Source: an optimization exercise on an open RTL-to-GDS flow (aim: a short achievable clock period and few clock cycles per item). Production flows keep margins and buffers that such runs may drop.
The RTL was checked by simulation tests, not by an equivalence proof against the original design.
Power and IR drop assume default switching activity.

==> v33 <==
Design mips_exec_top, start of the top module:
module mips_exec_top (
    input  wire         clk,
    input  wire         rst_n,
    input  wire         instr_valid,
    output logic        instr_ready,
    input  wire  [31:0] instr,
    output logic        retire_valid,
    input  wire         retire_ready,
    output logic [4:0]  retire_dest,
    output logic [31:0] retire_data,
    output logic        retire_wr_en
);
clock: 10.0 ns
lec_check: 0
cap_margin: 20
core_margin: 2
core_utilization: 50
slew_margin: 20
synth_hierarchical: 1
synth_minimum_keep_size: 0
standard.sh (not shown) runs the stock make flow with config.mk's settings and CLKGATE_MAP_FILE= SYNTH_SCRIPT=/design/flow/synth_recipe.tcl, a recipe that flattens the netlist after the stock synthesis.
==> flow/flow/run.sh <==
#!/bin/bash
# The standard layout (the standard.sh, standard synthesis included),
# with ORFS's timing repair aimed at a 3 ns clock: SETUP_SLACK_MARGIN is
# the setup slack the repair steps aim for at the design's 10 ns period.
# The SDC, the clock period and every other setting are the standard flow's.
set -o pipefail
export SETUP_SLACK_MARGIN=7.0
bash standard.sh > standard.log 2>&1
status=$?
tail -20 standard.log
exit $status
==> inputs of v13, as changes to v33 <==
--- a/flow/design.v
+++ b/flow/design.v
@@ -1508,44 +1508,50 @@
     output logic [31:0] retire_data,
     output logic        retire_wr_en
 );
     localparam int AW = $clog2(DEPTH);
     logic [37:0]   q [0:DEPTH-1];
     logic [AW-1:0] wp;
     logic [AW-1:0] rp;
-    logic [AW-1:0] rp1;
     logic [AW:0]   cnt;
-    logic          take;
-    logic          left_empty;   
+    logic          head_free;
+    logic          q_ne;
+    logic          push_q;
+    logic          pop_q;
     logic [37:0]   in_rec;
-    logic [37:0]   next_head;
-    assign in_rec     = {in_wr_en, in_dest, in_data};
-    assign rp1        = rp + 1'b1;
-    assign take       = retire_valid && retire_ready;
-    assign left_empty = (cnt == '0) || (cnt == (AW+1)'(1) && retire_ready);
-    assign next_head  = left_empty ? in_rec : retire_ready ? q[rp1] : q[rp];
+    logic [37:0]   q_head;
+    assign in_rec    = {in_wr_en, in_dest, in_data};
+    assign q_head    = q[rp];
+    assign q_ne      = (cnt != '0);
+    assign head_free = !retire_valid || retire_ready;
+    assign push_q    = in_valid && (q_ne || !head_free);
+    assign pop_q     = q_ne && head_free;
     always_ff @(posedge clk) begin
         if (!rst_n) begin
             retire_valid <= 1'b0;
             wp           <= '0;
             rp           <= '0;
             cnt          <= '0;
         end else begin
-            retire_valid <= !left_empty || in_valid;
-            if (in_valid) begin
+            if (head_free) begin
+                retire_valid <= q_ne || in_valid;
+            end
+            if (push_q) begin
                 wp <= wp + 1'b1;
             end
-            if (take) begin
-                rp <= rp1;
+            if (pop_q) begin
+                rp <= rp + 1'b1;
             end
-            cnt <= cnt + (AW+1)'(in_valid) - (AW+1)'(take);
+            cnt <= cnt + (AW+1)'(push_q) - (AW+1)'(pop_q);
         end
     end
     always_ff @(posedge clk) begin
-        {retire_wr_en, retire_dest, retire_data} <= next_head;
+        if (head_free) begin
+            {retire_wr_en, retire_dest, retire_data} <= q_ne ? q_head : in_rec;
+        end
     end
     always_ff @(posedge clk) begin
         if (in_valid) begin
             q[wp] <= in_rec;
         end
     end
 endmodule
@@ -1560,15 +1566,15 @@
     output logic        retire_valid,
     input  wire         retire_ready,
     output logic [4:0]  retire_dest,
     output logic [31:0] retire_data,
     output logic        retire_wr_en
 );
     localparam int RQ_DEPTH = 8;
-    localparam int CAP      = RQ_DEPTH;
+    localparam int CAP      = RQ_DEPTH + 1;
     localparam int MW       = 338;
     localparam int DW       = 16 + 31 + 31 + 5 + 5 + 5 + 2 + 9;
     logic          i_add, i_sub, i_mul, i_and, i_or, i_slt, i_addi, i_lw, i_sw;
     logic          i_use_rs, i_use_rt;
     logic [4:0]    i_dest;
     logic [31:0]   i_rs_oh;
     logic [31:0]   i_rt_oh;
@@ -1684,16 +1690,14 @@
     logic        s4_valid;
     logic [4:0]  s4_dest;
     logic        s4_wr;
     logic [31:1] s4_wr_oh;
     logic [31:0] r3;
     logic [31:0] s4_wd;      
     logic [31:0] r2_n;       
-    logic [31:0] mem_rd;     
-    logic [31:0] s3_prod;    
     logic [31:0] r3_n;       
     logic [31:0] rf_a;
     logic [31:0] rf_b;
     reg_file u_regs (
         .clk       (clk),
         .rst_n     (rst_n),
         .rd_oh_a   (rs_oh),
@@ -1715,21 +1719,17 @@
     assign fa2   = s2_wr && rs == s2_dest;
     assign fa3   = s3_wr && rs == s3_dest;
     assign fb1   = !d_addi && x_fw && rt == x_dest;
     assign fb2   = s2_wr && rt == s2_dest;
     assign fb3   = s3_wr && rt == s3_dest;
     assign ma_rs = s4_wr && rs == s4_dest;
     assign ma_rt = s4_wr && rt == s4_dest;
-    assign d_a   = (fa2 && s2_lw)  ? mem_rd  : fa2 ? r1
-                 : (fa3 && s3_mul) ? s3_prod : fa3 ? r2
-                 : ma_rs ? r3 : rf_a;
+    assign d_a   = fa2 ? r2_n : fa3 ? r3_n : ma_rs ? r3 : rf_a;
     assign d_b   = d_addi ? {{16{d_imm[15]}}, d_imm}
-                 : (fb2 && s2_lw)  ? mem_rd  : fb2 ? r1
-                 : (fb3 && s3_mul) ? s3_prod : fb3 ? r2
-                 : ma_rt ? r3 : rf_b;
+                 : fb2 ? r2_n : fb3 ? r3_n : ma_rt ? r3 : rf_b;
     always_ff @(posedge clk) begin
         if (!rst_n) begin
             x_valid <= 1'b0;
             x_wr    <= 1'b0;
             x_fw    <= 1'b0;
             x_long  <= 1'b0;
             x_sw    <= 1'b0;
@@ -1829,14 +1829,15 @@
         s2_lw   <= x_lw;
         s2_dest <= x_dest;
         r1      <= x_res;
         s2_woh  <= x_woh;
         s2_sd   <= sd;
         s2_mcols <= x_mcols;
     end
+    logic [31:0] mem_rd;
     logic [31:0] mrow0;
     logic [31:0] mrow1;
     data_mem_unit u_dmem (
         .clk     (clk),
         .wr_en   (s2_sw),
         .word_oh (s2_woh),
         .wr_data (s2_sd),
@@ -1862,14 +1863,15 @@
         s3_dest <= s2_dest;
         r2      <= r2_n;
         s3_row0 <= mrow0;
         s3_row1 <= mrow1;
     end
     logic [31:0] s3_wr_oh;
     assign s3_wr_oh = s3_wr ? (32'd1 << s3_dest) : 32'd0;
+    logic [31:0] s3_prod;
     add32 u_mul_add (
         .a   (s3_row0),
         .b   (s3_row1),
         .cin (1'b0),
         .y   (s3_prod)
     );
     assign r3_n     = s3_mul ? s3_prod : r2;
CORE_UTILIZATION = 42   (was 50)
==> inputs of v8, as changes to v33 <==
--- a/flow/design.v
+++ b/flow/design.v
@@ -1684,16 +1684,14 @@
     logic        s4_valid;
     logic [4:0]  s4_dest;
     logic        s4_wr;
     logic [31:1] s4_wr_oh;
     logic [31:0] r3;
     logic [31:0] s4_wd;      
     logic [31:0] r2_n;       
-    logic [31:0] mem_rd;     
-    logic [31:0] s3_prod;    
     logic [31:0] r3_n;       
     logic [31:0] rf_a;
     logic [31:0] rf_b;
     reg_file u_regs (
         .clk       (clk),
         .rst_n     (rst_n),
         .rd_oh_a   (rs_oh),
@@ -1715,21 +1713,17 @@
     assign fa2   = s2_wr && rs == s2_dest;
     assign fa3   = s3_wr && rs == s3_dest;
     assign fb1   = !d_addi && x_fw && rt == x_dest;
     assign fb2   = s2_wr && rt == s2_dest;
     assign fb3   = s3_wr && rt == s3_dest;
     assign ma_rs = s4_wr && rs == s4_dest;
     assign ma_rt = s4_wr && rt == s4_dest;
-    assign d_a   = (fa2 && s2_lw)  ? mem_rd  : fa2 ? r1
-                 : (fa3 && s3_mul) ? s3_prod : fa3 ? r2
-                 : ma_rs ? r3 : rf_a;
+    assign d_a   = fa2 ? r2_n : fa3 ? r3_n : ma_rs ? r3 : rf_a;
     assign d_b   = d_addi ? {{16{d_imm[15]}}, d_imm}
-                 : (fb2 && s2_lw)  ? mem_rd  : fb2 ? r1
-                 : (fb3 && s3_mul) ? s3_prod : fb3 ? r2
-                 : ma_rt ? r3 : rf_b;
+                 : fb2 ? r2_n : fb3 ? r3_n : ma_rt ? r3 : rf_b;
     always_ff @(posedge clk) begin
         if (!rst_n) begin
             x_valid <= 1'b0;
             x_wr    <= 1'b0;
             x_fw    <= 1'b0;
             x_long  <= 1'b0;
             x_sw    <= 1'b0;
@@ -1829,14 +1823,15 @@
         s2_lw   <= x_lw;
         s2_dest <= x_dest;
         r1      <= x_res;
         s2_woh  <= x_woh;
         s2_sd   <= sd;
         s2_mcols <= x_mcols;
     end
+    logic [31:0] mem_rd;
     logic [31:0] mrow0;
     logic [31:0] mrow1;
     data_mem_unit u_dmem (
         .clk     (clk),
         .wr_en   (s2_sw),
         .word_oh (s2_woh),
         .wr_data (s2_sd),
@@ -1862,14 +1857,15 @@
         s3_dest <= s2_dest;
         r2      <= r2_n;
         s3_row0 <= mrow0;
         s3_row1 <= mrow1;
     end
     logic [31:0] s3_wr_oh;
     assign s3_wr_oh = s3_wr ? (32'd1 << s3_dest) : 32'd0;
+    logic [31:0] s3_prod;
     add32 u_mul_add (
         .a   (s3_row0),
         .b   (s3_row1),
         .cin (1'b0),
         .y   (s3_prod)
     );
     assign r3_n     = s3_mul ? s3_prod : r2;
CORE_UTILIZATION = 42   (was 50)
==> results.yml <==
drt:
  drtPass1Iterations: 12
cells_and_area:
  seq_share_pct: 52.0
  nNonClkBuffers: 760
  multi_input_area_share_pct: 33.7
outcome:
  status: "complete, no violations"
logic_synthesis:
  syn-instance-count: 14600
hold_path:
  hp-start: "x_lw$_DFF_P_"
the above is filed under v33

==> results.yml <==
power_and_ir_drop:
  ir_drop_uv: 166
cells_and_area:
  seq_share_pct: 51.8
  multi_input_area_share_pct: 33.0
  largest_register: "u_dmem.dmem"
drt:
  drtPass1Iterations: 8
hold_path:
  hp-start: "s2_mcols[0]$_DFF_P_"
logic_synthesis:
  synth_top_area_share_pct: 38.8
  yosys.area.top_type: "edfxtp_1"
  syn-instance-count: 14600
  synthAdderAreaFrac_pct: 5.19
placed_design:
  port_buffers: 75
outcome:
  status: "complete, no violations"
the above is filed under v8

==> results.yml <==
outcome:
  status: "complete, no violations"
timing:
  post-route-period-util_pct: 35.5
cells_and_area:
  seq_share_pct: 53.1
  multi_input_area_share_pct: 32.6
  nNonClkBuffers: 723
drt:
  drtPass1Iterations: 9
  vias: 123000
setup_path:
  critical_path_arrival_ns: 1.55
logic_synthesis:
  synth_top_area_share_pct: 40.0
  syn-instance-count: 14300
placed_design:
  place_inst: 19300
clocking:
  path_clk_slew_ns: 0.06
the above is filed under v13

Testbench counts of v33, summed over its fixed seeds: cycles 22,021, items 20,000.
Testbench counts of v13, summed over its fixed seeds: cycles 22,021, items 20,000.
Testbench counts of v8, summed over its fixed seeds: cycles 22,021, items 20,000.

========
==> inputs of v36 <==
Another version of the RTL of mips_exec_top (not shown whole).
Design mips_exec_top, start of the top module:
module mips_exec_top (
    input  wire         clk,
    input  wire         rst_n,
    input  wire         instr_valid,
    output logic        instr_ready,
    input  wire  [31:0] instr,
    output logic        retire_valid,
    input  wire         retire_ready,
    output logic [4:0]  retire_dest,
    output logic [31:0] retire_data,
    output logic        retire_wr_en
);
Settings: LEC_CHECK=0, CAP_MARGIN=20, CORE_MARGIN=2, CORE_UTILIZATION=35, SLEW_MARGIN=20, SYNTH_HIERARCHICAL=1, SYNTH_MINIMUM_KEEP_SIZE=0; clock period 10.0 ns.
Scripts as last shown in full above: flow/flow/run.sh
==> v2 (differences from v36) <==
--- a/flow/design.v
+++ b/flow/design.v
@@ -1509,48 +1509,42 @@
     output logic        retire_wr_en
 );
     localparam int AW = $clog2(DEPTH);
     logic [37:0]   q [0:DEPTH-1];
     logic [AW-1:0] wp;
     logic [AW-1:0] rp;
+    logic [AW-1:0] rp1;
     logic [AW:0]   cnt;
-    logic          head_free;
-    logic          q_ne;
-    logic          push_q;
-    logic          pop_q;
+    logic          take;
+    logic          left_empty;   
     logic [37:0]   in_rec;
-    logic [37:0]   q_head;
-    assign in_rec    = {in_wr_en, in_dest, in_data};
-    assign q_head    = q[rp];
-    assign q_ne      = (cnt != '0);
-    assign head_free = !retire_valid || retire_ready;
-    assign push_q    = in_valid && (q_ne || !head_free);
-    assign pop_q     = q_ne && head_free;
+    logic [37:0]   next_head;
+    assign in_rec     = {in_wr_en, in_dest, in_data};
+    assign rp1        = rp + 1'b1;
+    assign take       = retire_valid && retire_ready;
+    assign left_empty = (cnt == '0) || (cnt == (AW+1)'(1) && retire_ready);
+    assign next_head  = left_empty ? in_rec : retire_ready ? q[rp1] : q[rp];
     always_ff @(posedge clk) begin
         if (!rst_n) begin
             retire_valid <= 1'b0;
             wp           <= '0;
             rp           <= '0;
             cnt          <= '0;
         end else begin
-            if (head_free) begin
-                retire_valid <= q_ne || in_valid;
-            end
-            if (push_q) begin
+            retire_valid <= !left_empty || in_valid;
+            if (in_valid) begin
                 wp <= wp + 1'b1;
             end
-            if (pop_q) begin
-                rp <= rp + 1'b1;
+            if (take) begin
+                rp <= rp1;
             end
-            cnt <= cnt + (AW+1)'(push_q) - (AW+1)'(pop_q);
+            cnt <= cnt + (AW+1)'(in_valid) - (AW+1)'(take);
         end
     end
     always_ff @(posedge clk) begin
-        if (head_free) begin
-            {retire_wr_en, retire_dest, retire_data} <= q_ne ? q_head : in_rec;
-        end
+        {retire_wr_en, retire_dest, retire_data} <= next_head;
     end
     always_ff @(posedge clk) begin
         if (in_valid) begin
             q[wp] <= in_rec;
         end
     end
@@ -1567,13 +1561,13 @@
     input  wire         retire_ready,
     output logic [4:0]  retire_dest,
     output logic [31:0] retire_data,
     output logic        retire_wr_en
 );
     localparam int RQ_DEPTH = 8;
-    localparam int CAP      = RQ_DEPTH + 1;
+    localparam int CAP      = RQ_DEPTH;
     localparam int MW       = 338;
     localparam int DW       = 16 + 31 + 31 + 5 + 5 + 5 + 2 + 9;
     logic          i_add, i_sub, i_mul, i_and, i_or, i_slt, i_addi, i_lw, i_sw;
     logic          i_use_rs, i_use_rt;
     logic [4:0]    i_dest;
     logic [31:0]   i_rs_oh;
@@ -1691,12 +1685,14 @@
     logic [4:0]  s4_dest;
     logic        s4_wr;
     logic [31:1] s4_wr_oh;
     logic [31:0] r3;
     logic [31:0] s4_wd;      
     logic [31:0] r2_n;       
+    logic [31:0] mem_rd;     
+    logic [31:0] s3_prod;    
     logic [31:0] r3_n;       
     logic [31:0] rf_a;
     logic [31:0] rf_b;
     reg_file u_regs (
         .clk       (clk),
         .rst_n     (rst_n),
@@ -1720,15 +1716,19 @@
     assign fa3   = s3_wr && rs == s3_dest;
     assign fb1   = !d_addi && x_fw && rt == x_dest;
     assign fb2   = s2_wr && rt == s2_dest;
     assign fb3   = s3_wr && rt == s3_dest;
     assign ma_rs = s4_wr && rs == s4_dest;
     assign ma_rt = s4_wr && rt == s4_dest;
-    assign d_a   = fa2 ? r2_n : fa3 ? r3_n : ma_rs ? r3 : rf_a;
+    assign d_a   = (fa2 && s2_lw)  ? mem_rd  : fa2 ? r1
+                 : (fa3 && s3_mul) ? s3_prod : fa3 ? r2
+                 : ma_rs ? r3 : rf_a;
     assign d_b   = d_addi ? {{16{d_imm[15]}}, d_imm}
-                 : fb2 ? r2_n : fb3 ? r3_n : ma_rt ? r3 : rf_b;
+                 : (fb2 && s2_lw)  ? mem_rd  : fb2 ? r1
+                 : (fb3 && s3_mul) ? s3_prod : fb3 ? r2
+                 : ma_rt ? r3 : rf_b;
     always_ff @(posedge clk) begin
         if (!rst_n) begin
             x_valid <= 1'b0;
             x_wr    <= 1'b0;
             x_fw    <= 1'b0;
             x_long  <= 1'b0;
@@ -1753,22 +1753,16 @@
         x_dest <= d_dest;
         x_a    <= fa1 ? 32'd0 : d_a;
         x_b    <= fb1 ? 32'd0 : d_b;
         x_imm8 <= d_imm[7:0];
         x_fa1  <= fa1;
         x_fb1  <= fb1;
-        if (issue && d_mul) begin
-            x_ma   <= fa1 ? 32'd0 : d_a;
-            x_mb   <= fb1 ? 32'd0 : d_b;
-        end
-        if (issue && (d_lw || d_sw)) begin
-            x_aa   <= fa1 ? 8'd0 : d_a[7:0];
-        end
-        if (issue && d_sw) begin
-            x_sd   <= fb1 ? 32'd0 : d_b;
-        end
+        x_ma   <= (d_mul && !fa1) ? d_a : 32'd0;
+        x_mb   <= (d_mul && !fb1) ? d_b : 32'd0;
+        x_aa   <= ((d_lw || d_sw) && !fa1) ? d_a[7:0] : 8'd0;
+        x_sd   <= (d_sw && !fb1) ? d_b : 32'd0;
     end
     always_ff @(posedge clk) begin
         if (!rst_n) begin
             x_mfa1 <= 1'b0;
             x_mfb1 <= 1'b0;
             x_afa1 <= 1'b0;
@@ -1833,20 +1827,15 @@
     always_ff @(posedge clk) begin
         s2_mul  <= x_mul;
         s2_lw   <= x_lw;
         s2_dest <= x_dest;
         r1      <= x_res;
         s2_woh  <= x_woh;
-        if (x_sw) begin
-            s2_sd <= sd;
-        end
-        if (x_mul) begin
-            s2_mcols <= x_mcols;
-        end
+        s2_sd   <= sd;
+        s2_mcols <= x_mcols;
     end
-    logic [31:0] mem_rd;
     logic [31:0] mrow0;
     logic [31:0] mrow1;
     data_mem_unit u_dmem (
         .clk     (clk),
         .wr_en   (s2_sw),
         .word_oh (s2_woh),
@@ -1869,20 +1858,17 @@
         end
     end
     always_ff @(posedge clk) begin
         s3_mul  <= s2_mul;
         s3_dest <= s2_dest;
         r2      <= r2_n;
-        if (s2_mul) begin
-            s3_row0 <= mrow0;
-            s3_row1 <= mrow1;
-        end
+        s3_row0 <= mrow0;
+        s3_row1 <= mrow1;
     end
     logic [31:0] s3_wr_oh;
     assign s3_wr_oh = s3_wr ? (32'd1 << s3_dest) : 32'd0;
-    logic [31:0] s3_prod;
     add32 u_mul_add (
         .a   (s3_row0),
         .b   (s3_row1),
         .cin (1'b0),
         .y   (s3_prod)
     );
--- a/flow/config.mk
+++ b/flow/config.mk
@@ -4,10 +4,10 @@
 export VERILOG_FILES = /design/flow/design.v
 export SDC_FILE = /design/flow/constraint.sdc
 export NUM_CORES = 4
 export LEC_CHECK = 0
 export CAP_MARGIN = 20
 export CORE_MARGIN = 2
-export CORE_UTILIZATION = 35
+export CORE_UTILIZATION = 42
 export SLEW_MARGIN = 20
 export SYNTH_HIERARCHICAL = 1
 export SYNTH_MINIMUM_KEEP_SIZE = 0
==> comparison <==
Between v2 and v36, the lower synthesized cell count is in v36 (gap about 4%, measured against v36). In v2 the clock power is larger than in v36, by about 3%. Between v36 and v2, the lower power is in v2 (gap about 0.5%, measured against v2). Against v36, the utilization of v2 is higher by 8.4 points. Of v2 and v36, v36 has the higher die area (gap 17%, measured against v36). Against v2, the via count of v36 is smaller by 2.6%. In cell area, v2 and v36 hardly differ.
==> figures <==
| metric | v36 | v2 |
|---|---|---|
| Run status | finished clean | finished clean |
| Ratio of routed vias to standard cells | 5.787 | 6.089 |
| Highest Clock Rate | 0.2740 GHz | 0.2801 GHz |
| Switching Power | 8.960 mW | 8.722 mW |
| CTS buffer count | 453 | 456 |
| Area of the core | 0.5523 mm2 | 0.4564 mm2 |
| Die X-Extent | 748.2 um | 681.2 um |
| Post-synthesis sequential area ratio | 62.22% | 59.62% |
| Endpoint with the worst hold slack | s2_lw | s3_row0[2] |
| Power consumed by sequential cells | 19.9 mW | 19.5 mW |
| Startpoint of the most critical hold path | x_lw | s2_mcols[5] |
| Terminus of the critical flop-to-flop path | x_sd[16] | x_sd[16] |
| Placed standard-cell area | 0.2002 mm2 | 0.1973 mm2 |
| Total half-perimeter wirelength after legalization and detailed placement | 380600 um | 387300 um |
| Avg Cell Area, Syn | 13.80 um2 | 13.17 um2 |
Testbench counts of v36, summed over its fixed seeds: cycles 22,021, items 20,000.
Testbench counts of v2, summed over its fixed seeds: cycles 22,021, items 20,000.

-- re-timing with driven ports --
How much do the figures lean on ideal ports? The routed layouts below were timed once more, with nothing changed but the port constraints.
Step 1 sets driving cells, clkbuf_16 on the clock port and buf_2 on the other inputs (assumed; they add their load-dependent delay and slew).
Step 2 times the ports against the registers' clock, not the clock port: input delays grow and output delays shrink by t, the midpoint of the rising clock arrivals with the driver on.
a / b / c = ideal ports / drivers / drivers and shift; a / b = the first two.
run	shift t [ns]	setup WS [ns]	cell pins on the clock port's net
v33	1.122	6.385 / 6.379 / 5.911	1
v13	1.122	6.454 / 6.324 / 5.966	1
v8	1.139	6.495 / 6.403 / 5.985	1
v36	1.149	6.350 / 6.320 / 5.981	1
v2	1.145	6.430 / 6.381 / 5.923	1
After both steps setup and hold are still met in every run listed. The setup slack of v8, which loses most, moves by -0.092 ns with the drivers and by -0.510 ns with both steps.
